Context: an optimization exercise on an open-source flow, tuned for small area, a short achievable clock period and few clock cycles per item. The choices shown serve that exercise and are no tape-out recipe. Where RTL was checked, it was by simulation tests only, not by an equivalence proof against the original. Power is estimated from default activity; no workload was simulated.

Setup of old:
==> flow/design.v <==
`default_nettype none
package sus_pkg;
  localparam int CAPACITY = 16;
  localparam int CNT_W    = $clog2(CAPACITY + 1);
  localparam int VAL_W    = 32;
  localparam logic [1:0] KIND_SEARCH = 2'd0;
  localparam logic [1:0] KIND_INSERT = 2'd1;
  localparam logic [1:0] KIND_DELETE = 2'd2;
  localparam logic [1:0] KIND_SPARE  = 2'd3;
  localparam logic [1:0] ST_DONE  = 2'd0;
  localparam logic [1:0] ST_NOCHG = 2'd1;
  localparam logic [1:0] ST_FULL  = 2'd2;
  typedef logic [VAL_W-1:0] val_t;
  typedef logic [CNT_W-1:0] cnt_t;
endpackage
`default_nettype wire
`default_nettype none
module sus_cell (
  input  wire logic          clk,
  input  wire logic          vld_nxt,
  input  wire sus_pkg::val_t key,
  output logic               eq
);
  sus_pkg::val_t val_r;
  assign eq = (val_r == key);
  always_ff @(posedge clk) begin
    if (!vld_nxt) val_r <= key;
  end
endmodule
`default_nettype wire
`default_nettype none
module sorted_unique_set_engine (
  input  wire logic        clk,
  input  wire logic        rst_n,
  input  wire logic        in_valid,
  output logic             in_ready,
  input  wire logic [1:0]  in_kind,
  input  wire logic [31:0] in_value,
  output logic             out_valid,
  input  wire logic        out_ready,
  output logic             out_was_present,
  output logic [1:0]       out_status,
  output logic [4:0]       out_entry_count
);
  localparam int N = sus_pkg::CAPACITY;
  logic          rdy_r;
  logic          acc;
  logic          a_vld;
  logic [1:0]    a_kind;
  sus_pkg::val_t a_key;
  logic [N-1:0]  slot_vld;
  logic [N-1:0]  slot_vld_nxt;   
  logic [N-1:0]  eq_v;
  sus_pkg::cnt_t cnt_r;
  logic          b_vld;
  logic          b_ins, b_del;
  logic [N-1:0]  b_match;      
  logic          b_pre;        
  logic          b_same;       
  logic [N-1:0]  o_loc;        
  logic          o_after;      
  logic          a_pre, a_same;
  logic [N-1:0]  loc;          
  logic          present;
  logic          full;
  logic          do_ins, do_del;
  logic [N-1:0]  tgt;          
  logic [N-1:0]  spare;        
  logic [N-1:0]  spare_first;  
  logic [N-1:0]  tgt_nxt;
  sus_pkg::cnt_t cnt_nxt;
  logic [1:0]    status;
  logic [7:0]    res;
  assign in_ready = rdy_r;
  assign acc      = in_valid && rdy_r;
  for (genvar i = 0; i < N; i++) begin : g_cell
    sus_cell u_cell (
      .clk     (clk),
      .vld_nxt (slot_vld_nxt[i]),
      .key     (a_key),
      .eq      (eq_v[i])
    );
    if (i == 0) begin : g_first
      assign spare_first[i] = spare[i];
    end else begin : g_rest
      assign spare_first[i] = spare[i] && !(|spare[i-1:0]);
    end
  end
  assign a_pre  = |(eq_v & slot_vld);
  assign a_same = b_vld && ((|(eq_v & ~slot_vld)) || (|(eq_v & loc)));
  always_ff @(posedge clk) begin
    a_vld   <= rst_n && acc;
    a_kind  <= in_kind;
    a_key   <= in_value;
    b_vld   <= rst_n && a_vld;
    b_ins   <= a_kind == sus_pkg::KIND_INSERT;
    b_del   <= a_kind == sus_pkg::KIND_DELETE;
    b_match <= eq_v & slot_vld;
    b_pre   <= a_pre;
    b_same  <= a_same;
    o_loc   <= b_del ? '0 : (do_ins ? tgt : loc);
    o_after <= !b_del && (present || do_ins);
  end
  assign loc     = b_same ? o_loc : b_match;
  assign present = b_same ? o_after : b_pre;
  assign full    = cnt_r[sus_pkg::CNT_W-1];
  assign do_ins  = b_vld && b_ins && !present && !full;
  assign do_del  = b_vld && b_del && present;
  assign spare   = ~slot_vld & ~tgt;
  assign tgt_nxt = do_ins ? spare_first
                 : ((|tgt) ? tgt : ({N{b_vld && b_del}} & loc));
  assign slot_vld_nxt = (slot_vld & ~({N{b_vld && b_del}} & loc))
                      | ({N{do_ins}} & tgt);
  always_comb begin
    cnt_nxt = cnt_r;
    if (do_ins) cnt_nxt = cnt_r + 1'b1;
    if (do_del) cnt_nxt = cnt_r - 1'b1;
  end
  always_comb begin
    status = sus_pkg::ST_DONE;
    if (b_ins) begin
      if (present)   status = sus_pkg::ST_NOCHG;
      else if (full) status = sus_pkg::ST_FULL;
    end else if (b_del) begin
      if (!present)  status = sus_pkg::ST_NOCHG;
    end
  end
  assign res = {present, status, cnt_nxt};
  always_ff @(posedge clk) begin
    if (!rst_n) begin
      slot_vld <= '0;
      tgt      <= N'(1);
      cnt_r    <= '0;
    end else begin
      slot_vld <= slot_vld_nxt;
      tgt      <= tgt_nxt;
      cnt_r    <= cnt_nxt;
    end
  end
  localparam int D = 4;
  logic [D-1:0]       q_vld;
  logic [D-1:0][7:0]  q_dat;
  logic               pop;
  logic [D-1:0]       q_sh;      
  logic [D-1:0]       q_vld_nxt;
  assign pop  = q_vld[0] && out_ready;
  assign q_sh = pop ? {1'b0, q_vld[D-1:1]} : q_vld;
  assign q_vld_nxt = b_vld ? {q_sh[D-2:0], 1'b1} : q_sh;
  always_ff @(posedge clk) begin
    if (!rst_n) begin
      q_vld <= '0;
      rdy_r <= 1'b1;
    end else begin
      q_vld <= q_vld_nxt;
      rdy_r <= !q_vld_nxt[D-1]
            && !(q_vld_nxt[D-2] && (acc || a_vld))
            && !(q_vld_nxt[D-3] && acc && a_vld);
    end
  end
  for (genvar p = 0; p < D; p++) begin : g_q
    logic [7:0] nxt;    
    if (p < D - 1) begin : g_sh
      assign nxt = pop ? q_dat[p+1] : q_dat[p];
    end else begin : g_last
      assign nxt = q_dat[p];
    end
    always_ff @(posedge clk) begin
      q_dat[p] <= q_sh[p] ? nxt : res;
    end
  end
  assign out_valid       = q_vld[0];
  assign out_was_present = q_dat[0][7];
  assign out_status      = q_dat[0][6:5];
  assign out_entry_count = q_dat[0][4:0];
endmodule
`default_nettype wire
make LEC_CHECK=0 CAP_MARGIN=20 CORE_MARGIN=2 CORE_UTILIZATION=40 SETUP_SLACK_MARGIN=3.8 SLEW_MARGIN=20 finish   # period 6.0 ns
run.sh (not shown) runs the stock make flow with config.mk's settings and CLKGATE_MAP_FILE= SYNTH_SCRIPT=/design/flow/synth_recipe.tcl, a recipe that flattens the netlist after the stock synthesis.
old: all stages complete, timing, DRC and antenna checks passed
For new, these inputs were changed with respect to old:
- ABC_AREA: unset -> 1
### Flow results
- new vs old: clock power up
- Delta(area growth from synthesis to layout, new - old) < 0
- Of old and new, the run reporting the lower wire length of the first global-routing pass was new.
- The post-CTS repair timing setup buffer count reported for new is smaller than that of old by 105.
No run of this note included a check of the RTL's function; only the layout flow was run.

========
Another version of the RTL of sorted_unique_set_engine (not shown whole).
Size: ~1600 cells after synthesis, ~620 flip-flops, about 48 I/O pins.
==> flow/config.mk <==
export PLATFORM = sky130hd
export DESIGN_NAME = sorted_unique_set_engine
export DESIGN_NICKNAME = sorted_unique_set_engine
export VERILOG_FILES = /design/flow/design.v
export SDC_FILE = /design/flow/constraint.sdc
export NUM_CORES = 4
export LEC_CHECK = 0
export CAP_MARGIN = 20
export CORE_MARGIN = 2
export CORE_UTILIZATION = 40
export SETUP_SLACK_MARGIN = 3.65
export SLEW_MARGIN = 20
==> flow/constraint.sdc <==
create_clock -name core_clock -period 6.0 [get_ports {clk}]
set_input_delay 1.2000 -clock core_clock [delete_from_list [all_inputs] [get_ports {clk}]]
set_output_delay 1.2000 -clock core_clock [all_outputs]
set_load 0.01 [all_outputs]
standard.sh (not shown) runs the stock make flow with config.mk's settings and CLKGATE_MAP_FILE= SYNTH_SCRIPT=/design/flow/synth_recipe.tcl, a recipe that flattens the netlist after the stock synthesis.
==> flow/flow/run.sh <==
#!/bin/bash
# The standard layout (standard.sh) with two changes: clock tree synthesis
# uses larger sink clusters, clkbuf_8 sink buffers and no dummy loads, for a
# smaller clock tree; and
# the buffers that the standard flow puts on every input and output port are
# buf_2 cells instead of delay buffers. Everything else (synthesis, floorplan,
# power grid, placement, routing) is the standard flow's. make's full output
# goes to flow_make.log.
set -euo pipefail
CTS="-sink_clustering_enable -repair_clock_nets -sink_clustering_size 20 -sink_clustering_max_diameter 60 -dont_use_dummy_load -buf_list {sky130_fd_sc_hd__clkbuf_8 sky130_fd_sc_hd__clkbuf_16} -sink_clustering_buffer sky130_fd_sc_hd__clkbuf_8"
BUF="-buffer_cell sky130_fd_sc_hd__buf_2"
sed "s|\"\${@:-finish}\"|CTS_ARGS=\"$CTS\" BUFFER_PORTS_ARGS=\"$BUF\" \"\${@:-finish}\"|" standard.sh > lean.sh
grep -q "CTS_ARGS=" lean.sh
bash lean.sh > flow_make.log 2>&1
Testbench counts at the start, summed over its fixed seeds: cycles 32,024, items 32,000.
Rerun with:
Settings changed: SETUP_SLACK_MARGIN 3.65 to 3.75.
What happened:
- The new run completed without violations
- sequential cell count is unchanged
- final cell count goes up by 1.9%
- non-clock buffer count goes up by 49
- clock-buffer cell count drops by 6
- global-route usage came out higher by 0.54 points
- register-to-register slack degrades by 0.13 ns
- combinational power grows by 9.9%
- critical path depth is higher by 4
- hold slack got worse by 0.018 ns
Rerun with:
==> flow/flow/run.sh (replaced) <==
#!/bin/bash
# The standard layout (standard.sh) with two changes: clock tree synthesis
# uses larger sink clusters and no dummy loads, for a smaller clock tree; and
# the buffers that the standard flow puts on every input and output port are
# buf_2 cells instead of delay buffers. Everything else (synthesis, floorplan,
# power grid, placement, routing) is the standard flow's. make's full output
# goes to flow_make.log.
set -euo pipefail
CTS="-sink_clustering_enable -repair_clock_nets -sink_clustering_size 25 -sink_clustering_max_diameter 70 -dont_use_dummy_load"
BUF="-buffer_cell sky130_fd_sc_hd__buf_2"
sed "s|\"\${@:-finish}\"|CTS_ARGS=\"$CTS\" BUFFER_PORTS_ARGS=\"$BUF\" SETUP_MOVE_SEQUENCE=unbuffer,sizeup,swap \"\${@:-finish}\"|" standard.sh > lean.sh
grep -q "CTS_ARGS=" lean.sh
bash lean.sh > flow_make.log 2>&1
Settings changed: SETUP_SLACK_MARGIN 3.75 to 3.7.
Result: Clock skew increases by 0.0072 ns; setup slack is worse by 0.36 ns; non-clock buffer count decreases by 69; clock power goes up by 19%; wire length came out lower by 15%; utilization is lower by 1.2 points; power goes up by 4.2%; cell area falls by 2.7%; sequential power barely changes; hold slack improves by 0.0060 ns; synthesized cell count is unchanged.
Rerun with:
==> flow/flow/run.sh (replaced) <==
#!/bin/bash
# The standard layout (standard.sh) with two changes: clock tree synthesis
# uses larger sink clusters, clkbuf_8 sink buffers and no dummy loads, for a
# smaller clock tree; and
# the buffers that the standard flow puts on every input and output port are
# buf_2 cells instead of delay buffers. Everything else (synthesis, floorplan,
# power grid, placement, routing) is the standard flow's. make's full output
# goes to flow_make.log.
set -euo pipefail
CTS="-sink_clustering_enable -repair_clock_nets -sink_clustering_size 20 -sink_clustering_max_diameter 60 -dont_use_dummy_load -buf_list {sky130_fd_sc_hd__clkbuf_8 sky130_fd_sc_hd__clkbuf_16} -sink_clustering_buffer sky130_fd_sc_hd__clkbuf_8"
BUF="-buffer_cell sky130_fd_sc_hd__buf_2"
sed "s|\"\${@:-finish}\"|CTS_ARGS=\"$CTS\" BUFFER_PORTS_ARGS=\"$BUF\" \"\${@:-finish}\"|" standard.sh > lean.sh
grep -q "CTS_ARGS=" lean.sh
bash lean.sh > flow_make.log 2>&1
Global-route usage went up by 0.62 points.
Setup slack improves by 0.42 ns.
Die area is unchanged.
Register-to-register slack gets better by 0.49 ns.
Cell count came out higher slightly.
Total power shrinks by a few percent.
Design area grows slightly.
Flip-flop and latch count does not change.
Fmax climbs by about a fifth.

## what the ideal ports hide
The flow's constraints put no driver on any port. The routed layouts listed below were extracted and timed again, unchanged, in two steps. Step 1 assumes that a clkbuf_16 drives the clock port and a buf_2 every other input. Step 2 adds t to the input delays and takes it off the output delays; t is the mean of the earliest and latest rising clock arrival at the registers after step 1. Input paths then give back, and output paths get back, about the clock's delay inside the block. Slacks: ideal ports / drivers / drivers and shift; pairs: ideal ports / drivers.
run	t (ns)	slack for setup (ns)	clock arrival spread, ns	cell pins on the clock port's net
old	0.681	3.643 / 3.578 / 3.306	0.031 / 0.031	1
new	0.671	3.650 / 3.589 / 3.263	0.025 / 0.025	1
the first run of note 2	0.611	3.672 / 3.613 / 3.324	0.078 / 0.079	1
the second run of note 2	0.619	3.618 / 3.610 / 3.355	0.055 / 0.055	1
the third run of note 2	0.615	3.262 / 3.262 / 3.262	0.058 / 0.059	1
the fourth run of note 2	0.605	3.681 / 3.623 / 3.398	0.075 / 0.075	1
After both steps setup and hold are still met in every run listed. The setup slack of new, which loses most, moves by -0.061 ns with the drivers and by -0.387 ns with both steps.
